Source: an optimization exercise on an open RTL-to-GDS flow (aim: small area). Production flows keep margins and buffers that such runs may drop. Function was checked by simulation only, so behaviour that the tests miss may differ from the original. Power is estimated from default activity; no workload was simulated.

## beta
==> flow/design.v (excerpt) <==
module blackjackTop (
    input  logic                     clock,
    input  logic                     resetar,
    input  logic                     hitCard,
    input  logic                     standHand,
    input  logic [5:0]               shuffleSeed,
    output logic                     tableReady,
    output logic                     winLed,
    output logic                     lossLed,
    output logic                     pushLed,
    output logic [13:0]              playerDigits,
    output logic [13:0]              dealerDigits
);
Size in the first run: about 550 cells after synthesis, roughly 42 I/O pins, roughly 3200 sq um of cells after synthesis.
==> flow/config.mk <==
export PLATFORM = sky130hd
export DESIGN_NAME = blackjackTop
export DESIGN_NICKNAME = blackjackTop
export VERILOG_FILES = /design/flow/design.v
export SDC_FILE = /design/flow/constraint.sdc
export NUM_CORES = 4
export LEC_CHECK = 0
export ABC_AREA = 1
export CAP_MARGIN = 20
export CELL_PAD_IN_SITES_DETAIL_PLACEMENT = 1
export CORE_MARGIN = 2
export CORE_UTILIZATION = 25
export GPL_TIMING_DRIVEN = 0
export SLEW_MARGIN = 20
==> flow/constraint.sdc <==
create_clock -name core_clock -period 12.0 [get_ports {clock}]
set_input_delay 2.4000 -clock core_clock [delete_from_list [all_inputs] [get_ports {clock}]]
set_output_delay 2.4000 -clock core_clock [all_outputs]
set_load 0.01 [all_outputs]
standard.sh (not shown) runs the stock make flow with config.mk's settings and CLKGATE_MAP_FILE= SYNTH_SCRIPT=/design/flow/synth_recipe.tcl, a recipe that flattens the netlist after the stock synthesis.
==> flow/flow/run.sh <==
#!/bin/bash
# Own layout flow: the standard synthesis, then the combinational logic is
# mapped again for area (flow/resynth.tcl; the flip-flops keep their names and
# cells), then the standard layout from the floorplan on.
set -euo pipefail
W=$PWD
R=$W/orfs/results/$FLOW_PLATFORM/blackjackTop/base
YOSYS=$(command -v yosys || echo "$FLOW_HOME/../tools/install/yosys/bin/yosys")

bash standard.sh synth > $W/synth.log 2>&1
cp $R/1_2_yosys.v $W/standard_synth.v

LIBERTY=$FLOW_HOME/platforms/$FLOW_PLATFORM/lib/sky130_fd_sc_hd__tt_025C_1v80.lib \
NETLIST_IN=$W/standard_synth.v NETLIST_OUT=$W/resynth.v TOP=$FLOW_TOP \
ABC_SCRIPT=$W/flow/area.script \
  $YOSYS -c $W/flow/resynth.tcl > $W/resynth.log 2>&1

cp $W/resynth.v $R/1_2_yosys.v
rm -f $R/1_synth.odb $R/1_synth.sdc
# Port buffers: the smallest buffer (the ports see light loads and the
# timing has slack to spare). Clock tree: small clock buffers, no dummy loads.
bash standard.sh \
  "BUFFER_PORTS_ARGS=-buffer_cell sky130_fd_sc_hd__buf_1" \
  "CTS_ARGS=-sink_clustering_enable -repair_clock_nets -buf_list sky130_fd_sc_hd__clkbuf_16 -sink_clustering_size 30 -sink_clustering_max_diameter 500 -dont_use_dummy_load" \
  finish > $W/layout.log 2>&1
==> flow/flow/area.script <==
strash; dch; amap; mfs2 -a; strash; dch; amap; topo
==> flow/flow/resynth.tcl <==
# Re-map the standard synthesis's combinational logic for area. The
# flip-flop instances (their names and cell types) stay exactly as they are.
yosys -import
set lib $::env(LIBERTY)
read_liberty -ignore_miss_func $lib
read_verilog $::env(NETLIST_IN)
hierarchy -top $::env(TOP)
set seq {}
foreach m [tee -q -s result.string select -list-mod A:*] { }
foreach m [split [tee -q -s result.string ls] "\n"] {
  set m [string trim $m]
  if {[regexp {^sky130_fd_sc_hd__(df|edf|sdf|sedf|dl|sdl|einv|ebuf)} $m]} { lappend seq $m }
}
puts "sequential/kept cell modules: $seq"
foreach m $seq { setattr -mod -set keep_hierarchy 1 $m }
flatten
opt_clean
stat
abc -liberty $lib -dont_use *lpflow* -dont_use *probe* -script $::env(ABC_SCRIPT)
splitnets
opt_clean -purge
hilomap -singleton -hicell sky130_fd_sc_hd__conb_1 HI -locell sky130_fd_sc_hd__conb_1 LO
insbuf -buf sky130_fd_sc_hd__buf_1 A X
setattr -mod -unset keep_hierarchy
foreach m $seq { blackbox $m }
select blackjackTop
stat -liberty $lib
write_verilog -noattr -noexpr -nohex -nodec -selected $::env(NETLIST_OUT)
Input changes introduced in alpha (baseline for comparison: beta):
--- a/flow/flow/run.sh
+++ b/flow/flow/run.sh
@@ -22,4 +22,4 @@
 bash standard.sh \
   "BUFFER_PORTS_ARGS=-buffer_cell sky130_fd_sc_hd__buf_1" \
-  "CTS_ARGS=-sink_clustering_enable -repair_clock_nets -buf_list sky130_fd_sc_hd__clkbuf_16 -sink_clustering_size 30 -sink_clustering_max_diameter 500 -dont_use_dummy_load" \
+  "CTS_ARGS=-sink_clustering_enable -repair_clock_nets -buf_list sky130_fd_sc_hd__clkbuf_8 -dont_use_dummy_load" \
   finish > $W/layout.log 2>&1
Notes after the runs:
alpha vs beta on worst setup slack after layout: alpha is the higher one. Required time at the worst-slack endpoint delta (beta -> alpha): insignificant. Power consumption on alpha is ahead of beta. beta has a higher global-route usage than alpha. alpha and beta ended up with roughly the same fmax. Compared with beta, in alpha worst slew slack as a fraction of its limit now larger; cell area now smaller. Compared with beta, in alpha post-layout minimum cycle time fell by 23 ps; fraction of area in registers rose by 0.16 points; areal power density over the cells fell by 2.3%.

## re-timing with driven ports
In the flow no input, the clock included, has a driving cell. The finished layouts below were timed again as built, in two steps.
Step 1 assumes that a clkbuf_16 drives the clock port and a buf_2 every other input.
Step 2 times the ports against the registers' clock, not the clock port: input delays grow and output delays shrink by t, the midpoint of the rising clock arrivals with the driver on.
a / b / c = ideal / step 1 / step 2; a / b = the first two.
run | t (ns) | setup slack, ns | pins driven straight from the clock port
beta | 0.299 | 2.600 / 2.600 / 2.600 | 1
alpha | 0.306 | 2.623 / 2.623 / 2.623 | 1
After both steps setup and hold are still met in every run listed.
